This design comes from an exercise in tuning for small area, a short achievable clock period and few clock cycles on the open sky130 flow, not from production work.
The RTL was checked by simulation tests, not by an equivalence proof against the original design.
Power and IR drop assume default switching activity.

$ cat design/flow/design.v
`default_nettype none
package flow_reasm_pkg;
    typedef struct packed {
        logic [3-1:0]  flow;
        logic [16-1:0]   seq;
        logic [8-1:0]   len;
        logic [8-1:0]   pkt_id;
    } seg_t;
    typedef struct packed {
        logic [16-1:0]   exp_seq;
        logic [4-1:0]  head;
        logic                   list_valid;
    } flow_entry_t;
    typedef struct packed {
        logic [16-1:0]   seq;
        logic [8-1:0]   len;
        logic [8-1:0]   pkt_id;
        logic [4-1:0]  next;
        logic                   last;
    } node_t;
    typedef enum logic [1:0] {
        REL_IN_ORDER,
        REL_REORDERED,
        REL_DROP
    } rel_kind_t;
    typedef struct packed {
        logic [8-1:0]   pkt_id;
        rel_kind_t              kind;
    } rel_t;
endpackage
`default_nettype wire
`default_nettype none
module flow_reassembly (
    input  logic                  clk,
    input  logic                  rst,
    input  logic                  seg_valid,
    input  flow_reasm_pkg::seg_t  seg,
    output logic                  ready,
    input  logic                  out_almost_full,
    output logic                  rel_valid,
    output flow_reasm_pkg::rel_t  rel
);
localparam int NF = 8;
localparam int NN = 16;
localparam int FW = 3;
localparam int NW = 4;
localparam int SW = 16;
localparam int PW = 8;
logic          hv;
logic [FW-1:0] h_flow;
logic [SW-1:0] h_seq;
logic [SW-1:0] h_end;
logic [PW-1:0] h_pkt;
logic [SW-1:0] exp_seq [NF];
logic [NN-1:0] pv;
logic [FW-1:0] pf [NN];
logic [SW-1:0] ps [NN];
logic [SW-1:0] pe [NN];
logic [PW-1:0] pp [NN];
logic [NW-1:0] pr [NN];
logic          ch_act;
logic [FW-1:0] ch_f;
logic [NN-1:0] cm;
logic [SW-1:0] e_h;
logic          h_eq, h_gt;
logic [NN-1:0] fm_h, lt_h, eq_h;
logic          dup, full;
logic [NN-1:0] alloc;
logic [NW-1:0] new_rank;
assign e_h  = exp_seq[h_flow];
assign h_eq = (h_seq == e_h);
assign h_gt = (h_seq > e_h);
always_comb begin
    for (int j = 0; j < NN; j++) begin
        fm_h[j] = pv[j] && (pf[j] == h_flow);
        lt_h[j] = ps[j] < h_seq;
        eq_h[j] = ps[j] == h_seq;
    end
end
assign dup  = |(fm_h & eq_h);
assign full = &pv;
logic [NN-1:0] below;
logic [1:0]    pc1 [8];
logic [2:0]    pc2 [4];
logic [3:0]    pc3 [2];
assign below = fm_h & lt_h;
always_comb begin
    for (int k = 0; k < 8; k++) pc1[k] = {1'b0, below[2*k]} + {1'b0, below[2*k+1]};
    for (int k = 0; k < 4; k++) pc2[k] = {1'b0, pc1[2*k]} + {1'b0, pc1[2*k+1]};
    for (int k = 0; k < 2; k++) pc3[k] = {1'b0, pc2[2*k]} + {1'b0, pc2[2*k+1]};
    new_rank = pc3[0] + pc3[1];
end
always_comb begin
    alloc = '0;
    for (int j = NN - 1; j >= 0; j--) begin
        if (!pv[j]) begin
            alloc    = '0;
            alloc[j] = 1'b1;
        end
    end
end
logic [NN-1:0] r0, r1;
logic [SW-1:0] m_seq, m_end, n_seq;
logic [PW-1:0] m_pkt;
logic          n_any, m_any;
always_comb begin
    m_seq = '0;
    m_end = '0;
    m_pkt = '0;
    n_seq = '0;
    for (int j = 0; j < NN; j++) begin
        r0[j]   = (ch_act ? cm[j] : fm_h[j]) && (pr[j] == NW'(0));
        r1[j]   = cm[j] && (pr[j] == NW'(1));
        m_seq   = m_seq | (ps[j] & {SW{r0[j]}});
        m_end   = m_end | (pe[j] & {SW{r0[j]}});
        m_pkt   = m_pkt | (pp[j] & {PW{r0[j]}});
        n_seq   = n_seq | (ps[j] & {SW{r1[j]}});
    end
end
assign m_any = |r0;
assign n_any = |r1;
logic [SW-1:0] e_f;
logic          m_eq;
logic [SW-1:0] e_ch;
logic          ch_go;
logic          ch_cont;
logic          start_ch;
assign e_f      = exp_seq[ch_f];
assign m_eq     = (m_seq == e_f);
assign e_ch     = m_eq ? m_end : e_f;
assign ch_go    = ch_act && !out_almost_full;
assign ch_cont  = n_any && (m_eq ? (n_seq <= m_end) : (n_seq <= e_f));
assign start_ch = m_any && (m_seq <= h_end);
logic pop;
logic ins;
always_comb begin
    if (!ch_act) begin
        pop = hv;
        ins = hv && h_gt && !dup && !full;
    end
    else begin
        ins = hv && (h_flow != ch_f) && h_gt && !dup && !full;
        pop = ins;
    end
end
assign ready = !out_almost_full && (!hv || pop);
always_ff @(posedge clk) begin
    if (rst) begin
        hv        <= 1'b0;
        ch_act    <= 1'b0;
        rel_valid <= 1'b0;
        pv        <= '0;
        for (int f = 0; f < NF; f++) exp_seq[f] <= '0;
    end
    else begin
        if (seg_valid && ready) hv <= 1'b1;
        else if (pop)           hv <= 1'b0;
        rel_valid <= ch_go || (!ch_act && hv && !ins);
        if (ch_act) begin
            if (ch_go) ch_act <= ch_cont;
        end
        else begin
            ch_act <= hv && h_eq && start_ch;
        end
        for (int f = 0; f < NF; f++) begin
            if (ch_go && ch_f == FW'(f))                         exp_seq[f] <= e_ch;
            else if (!ch_act && hv && h_eq && h_flow == FW'(f))  exp_seq[f] <= h_end;
        end
        for (int j = 0; j < NN; j++) begin
            if (ch_go && r0[j])       pv[j] <= 1'b0;
            else if (ins && alloc[j]) pv[j] <= 1'b1;
        end
    end
end
always_ff @(posedge clk) begin
    if (seg_valid && ready) begin
        h_flow <= seg.flow;
        h_seq  <= seg.seq;
        h_end  <= seg.seq + SW'(seg.len);
        h_pkt  <= seg.pkt_id;
    end
    if (!ch_act) begin
        ch_f <= h_flow;
        cm   <= fm_h;
    end
    else if (ch_go) begin
        cm <= cm & ~r0;
    end
    if (ch_act) begin
        rel.pkt_id <= m_pkt;
        rel.kind   <= m_eq ? flow_reasm_pkg::REL_REORDERED : flow_reasm_pkg::REL_DROP;
    end
    else begin
        rel.pkt_id <= h_pkt;
        rel.kind   <= h_eq ? flow_reasm_pkg::REL_IN_ORDER : flow_reasm_pkg::REL_DROP;
    end
    for (int j = 0; j < NN; j++) begin
        if (ins && alloc[j]) begin
            pf[j] <= h_flow;
            ps[j] <= h_seq;
            pe[j] <= h_end;
            pp[j] <= h_pkt;
            pr[j] <= new_rank;
        end
        else if (ch_go && cm[j]) begin
            pr[j] <= pr[j] - NW'(1);
        end
        else if (ins && fm_h[j] && !lt_h[j]) begin
            pr[j] <= pr[j] + NW'(1);
        end
    end
end
endmodule
`default_nettype wire
$ cat design/flow/run.sh
#!/bin/bash
# synth_recipe.tcl (not shown) runs the flow's synth.tcl, then flattens the netlist and writes it again
# the make line also repeats each setting of config.mk as NAME=value (left out here)
make -C /OpenROAD-flow-scripts/flow DESIGN_CONFIG=/design/flow/config.mk WORK_HOME=/design/flow/orfs CLKGATE_MAP_FILE= SYNTH_SCRIPT=/design/flow/synth_recipe.tcl finish
$ cat design/flow/config.mk
export PLATFORM = sky130hd
export DESIGN_NAME = flow_reassembly
export DESIGN_NICKNAME = flow_reassembly
export VERILOG_FILES = /design/flow/design.v
export SDC_FILE = /design/flow/constraint.sdc
export NUM_CORES = 4
export LEC_CHECK = 0
export CAP_MARGIN = 20
export CORE_MARGIN = 2
export CORE_UTILIZATION = 40
export SETUP_SLACK_MARGIN = 1.5
export SLEW_MARGIN = 20
$ cat design/flow/constraint.sdc
create_clock -name core_clock -period 7.0 [get_ports {clk}]
set_input_delay 1.4000 -clock core_clock [delete_from_list [all_inputs] [get_ports {clk}]]
set_output_delay 1.4000 -clock core_clock [all_outputs]
set_load 0.01 [all_outputs]
==> notes.md <==
-- routing by layer --
| metal | track usage | routed length, microns |
|---|---|---|
| met1 | 0.4307 | 86140 |
| met2 | 0.4861 | 93800 |
| met3 | 0.09515 | 26170 |
| met4 | 0.1621 | 13570 |
| met5 | 0 | 102 |
-- state kept, by name, indices dropped and copies added, names as in the netlist --
name,count
pe,256
ps,256
exp_seq,128
pp,128
pr,64
pf,48
cm,16
h_end,16
h_seq,16
pv,16
rel,10
h_pkt,8
ch_f,3
h_flow,3
ch_act,1
hv,1
rel_valid,1
-- where the power goes --
| group | internal, uW | total (uW) | switching (uW) | leakage, uW |
|---|---|---|---|---|
| registers | 6270 | 6320 | 45.2 | 0.00866 |
| logic | 211 | 586 | 375 | 0.0122 |
| clock network | 3280 | 5800 | 2520 | 0.00176 |
| total | 9760 | 12700 | 2940 | 0.0226 |
-- cells by family after synthesis --
group / after synthesis / share of synthesized area
flip-flops: 971 / 0.5348
adder cells (fa/ha/maj): 408 / 0.1006
multiplexers: 196 / 0.04701
AND/OR/NAND/NOR: 1007 / 0.1019
XOR/XNOR: 130 / 0.02207
buffers and inverters: 348 / 0.02736
AO/OA/AOI/OAI: 1136 / 0.1663
-- worst max-delay path by stage --
stage,startpoint,to,cells after the start
after detailed placement,h_flow[2],ready,16
final,h_seq[1],pr[12][2],26
after floorplan,h_seq[1],pr[6][1],24
after global routing,h_seq[1],pr[15][2],26
after CTS,h_seq[1],pr[12][2],26
after global placement,h_flow[2],ready,16
-- worst max-delay path: stages (launching register included) --
cell        delay, ns
edfxtp_1         0.39
clkinvlp_4       0.18
buf_6            0.17
ha_4             0.20
nor2b_1          0.12
o21a_1           0.17
o21a_1           0.18
o21a_1           0.17
o21a_1           0.17
o21a_1           0.17
o21a_1           0.18
o21ai_2          0.15
a31oi_4          0.14
or3_4            0.37
fa_1             0.51
inv_1            0.05
fa_1             0.48
inv_1            0.06
fa_2             0.53
inv_2            0.04
fa_2             0.55
ha_4             0.14
inv_2            0.04
fa_2             0.37
xor2_4           0.16
buf_12           0.17
mux2i_1          0.08
-- layout make-up --
class                      instances  share of cell area
sequential                       971              0.4527
multi-input combinational       2877              0.3856
timing repair buffer             354             0.05845
clock buffer                     133             0.04720
tap                             1662             0.03412
clock inverter                    67             0.01201
inverter                         135            0.009178
antenna                           15           0.0006159
timing repair inverter             1           0.0001437
-- cell usage in the layout (no fill, tap or decap), types with 42 or more instances in the layout --
master,instances
edfxtp_1,814
ha_1,392
nor2_1,258
buf_4,237
a22o_1,167
dfxtp_1,156
a221oi_1,150
mux2i_1,143
nand2_1,141
a21oi_1,131
a22oi_1,126
and2_1,124
a211oi_1,121
inv_1,112
clkbuf_16,111
nand4_1,110
o21a_1,102
xor2_1,78
nand3_1,73
o21ai_0,73
a21o_1,66
clkdlybuf4s50_1,48
nor2b_1,47
a221o_1,42
buf_12,42
-- what timing repair did --
action	in CTS	in global routing
setup buffers	27	40
setup endpoints to repair	912	706
gates cloned	5	3
gates resized for setup	93	87
hold buffers	0	0
pin swaps	14	37
-- per-stage QoR --
step	setup slack, ns	utilization
detailed placement	0.1268	0.4374
global placement	0.1612	0.4373
floorplan	0.7329	-
finish	0.7324	0.4773
CTS	0.7209	0.4709
global route	0.5981	0.4770
==> impl_metrics.xml <==
<?xml version="1.0" encoding="UTF-8"?>
<metrics>
  <group name="global_route">
    <metric name="total_grt_usage" unit="">0.3255</metric>
    <metric name="grt_pass1_vias" unit="">38290</metric>
    <metric name="antenna_found_initial" unit="">18</metric>
    <metric name="grt_overflow_total" unit="">0</metric>
    <metric name="grt_pass1_wl" unit="microns">302100</metric>
    <metric name="largest_net_degree_at_the_start_of_global_routing" unit="">96</metric>
  </group>
  <group name="sta">
    <metric name="setup_viol" unit="">0</metric>
    <metric name="final_max_slew_viol_count" unit="">0</metric>
    <metric name="peak_clock_frequency_supported_by_timing" unit="MHz">159.6</metric>
    <metric name="timing.hold.ws" unit="ns">0.5157</metric>
    <metric name="setup-tns-final" unit="ns">0</metric>
    <metric name="finClkSkew" unit="ns">0.07102</metric>
    <metric name="tightestPinTransition" unit="ns">1.263</metric>
    <metric name="normalized_max_slew_margin" unit="">0.1535</metric>
    <metric name="hold_violations" unit="">0</metric>
    <metric name="post-route-min-period" unit="ns">6.268</metric>
    <metric name="post-route-period-util" unit="">0.8954</metric>
    <metric name="setup_repair_after_global_routing_missed_its_margin" unit="">true</metric>
  </group>
  <group name="logic_synthesis">
    <metric name="netlist.top_cell.by_area" unit="">edfxtp_1</metric>
    <metric name="synth_cells" unit="">4196</metric>
    <metric name="synth.cell_area" unit="sq mm">0.05158</metric>
    <metric name="synth_async_sr_flop_share" unit="">0</metric>
    <metric name="number_of_synthesized_flops_with_an_enable_pin" unit="">814</metric>
    <metric name="synth_largest_type_area_fraction" unit="">0.4739</metric>
    <metric name="ys_ff_latch" unit="">971</metric>
    <metric name="yosys_most_used_dff" unit="">edfxtp_1</metric>
    <metric name="yosysWarningCount" unit="">10</metric>
    <metric name="post-synth-top-count-cell" unit="">edfxtp_1</metric>
    <metric name="syn-num-nets" unit="">4643</metric>
    <metric name="synthTopCellsByCount" unit="">814 x edfxtp_1, 397 x ha_1, 277 x nor2_1, 167 x a22o_1, 157 x dfxtp_1</metric>
    <metric name="synth.yosys.seq_area_share" unit="">0.5348</metric>
    <metric name="synthesis.area_per_instance" unit="sq um">12.29</metric>
    <metric name="synth_cell_type_count" unit="">76</metric>
    <metric name="yosys-top-cells-area" unit="">edfxtp_1 47%, ha_1 9.6%, dfxtp_1 6.1%, a22o_1 2.8%, mux2i_1 2.8%</metric>
  </group>
  <group name="place">
    <metric name="place.detailed.instances" unit="">5925</metric>
    <metric name="dp_hpwl" unit="microns">149700</metric>
    <metric name="gp_congestion" unit="">1.051</metric>
    <metric name="placed_area" unit="sq mm">0.05584</metric>
    <metric name="buffer_ports.inserted" unit="">50</metric>
  </group>
  <group name="power">
    <metric name="powerDensity" unit="mW/mm^2">208.5</metric>
    <metric name="cellLeakagePower" unit="uW">0.02263</metric>
    <metric name="vdd.ir_drop.worst" unit="V">0.0001898</metric>
    <metric name="finalPower" unit="uW">12700</metric>
  </group>
  <group name="critical_path">
    <metric name="crit-reg2reg-launch" unit="">h_seq[1]</metric>
    <metric name="timing.critical_path.from_type" unit="">flop</metric>
    <metric name="criticalPathCategory" unit="">flop to flop</metric>
    <metric name="rr_worst_depth" unit="">26</metric>
    <metric name="worst_setup_path_end_kind" unit="">flop</metric>
    <metric name="worstPathRequired" unit="ns">7.46</metric>
    <metric name="r2r_end" unit="">pr[12][2]</metric>
    <metric name="path_max_fanout" unit="">16</metric>
    <metric name="ff2ff_setup_slack" unit="ns">0.73</metric>
    <metric name="crit_arrival" unit="ns">6.73</metric>
  </group>
  <group name="die">
    <metric name="die_h" unit="microns">363.1</metric>
    <metric name="floorplan.rows" unit="">131</metric>
    <metric name="die_width" unit="microns">363.1</metric>
    <metric name="initial_util" unit="">0.4040</metric>
    <metric name="boundaryPins" unit="">51</metric>
    <metric name="core_area" unit="sq mm">0.1277</metric>
    <metric name="dieArea" unit="sq mm">0.1318</metric>
  </group>
  <group name="clocking">
    <metric name="cts_max_level" unit="">3</metric>
    <metric name="cts.sink_count" unit="">971</metric>
    <metric name="clkSlewWorstSetupHoldPaths" unit="ns">0.06</metric>
    <metric name="tritoncts_buffer_count" unit="">107</metric>
    <metric name="cts-root-buf" unit="">clkbuf_16</metric>
    <metric name="insertion_delay" unit="ns">0.77</metric>
    <metric name="cts_buffer_depth" unit="">3</metric>
    <metric name="tritoncts" unit="">done</metric>
  </group>
  <group name="routing">
    <metric name="drt_iter0_markers" unit="">6291</metric>
    <metric name="detail_route.wirelength" unit="microns">219800</metric>
    <metric name="route.detailed.vias_per_inst" unit="">6.631</metric>
    <metric name="ant_nets" unit="">0</metric>
    <metric name="drt_pre_antenna_iters" unit="">8</metric>
    <metric name="route.detailed.drc" unit="">0</metric>
    <metric name="dr_total_vias" unit="">41210</metric>
    <metric name="routed_wire_length_per_instance" unit="microns">35.36</metric>
  </group>
  <group name="finish">
    <metric name="syn_to_final_growth" unit="%">18.15</metric>
    <metric name="layout.filler_cells" unit="">11250</metric>
    <metric name="design.final.nets" unit="">4894</metric>
    <metric name="stdcell_count" unit="">6215</metric>
    <metric name="seqCellArea" unit="sq mm">0.02759</metric>
    <metric name="multi_input_comb_area" unit="sq mm">0.02350</metric>
    <metric name="final_cell_area" unit="sq mm">0.06094</metric>
    <metric name="drive_gt1_frac" unit="">0.1576</metric>
  </group>
  <group name="status">
    <metric name="status" unit="">complete, no violations</metric>
  </group>
  <group name="flow_run">
    <metric name="max-cap-violations" unit="">0</metric>
  </group>
  <group name="worst_hold_path">
    <metric name="worstHoldEndpoint" unit="">ps[11][11]</metric>
    <metric name="worst_hold_path.num_cells" unit="">0</metric>
    <metric name="min-delay-path-class" unit="">flop to flop</metric>
    <metric name="worstHoldStart" unit="">h_seq[11]</metric>
  </group>
</metrics>
Testbench counts, summed over its fixed seeds: cycles 20,635.

separate check: timing with driven ports:
The results above use ideal ports. As a check the final layout listed here was re-extracted and re-timed, cells and wires unchanged.
Step 1 sets driving cells, clkbuf_16 on the clock port and buf_2 on the other inputs (assumed; they add their load-dependent delay and slew).
Step 2 times the ports against the registers' clock, not the clock port: input delays grow and output delays shrink by t, the midpoint of the rising clock arrivals with the driver on.
Slacks: ideal / step 1 / step 2; pairs: ideal / step 1.
t, ns: 0.823
setup slack, ns: 0.732 / 0.732 / 0.732
worst setup path at the end: register to register
cell pins on the clock port's net: 1
After both steps setup and hold are still met in this run. The setup slack of this run moves by 0.000 ns with the drivers and by 0.000 ns with both steps.
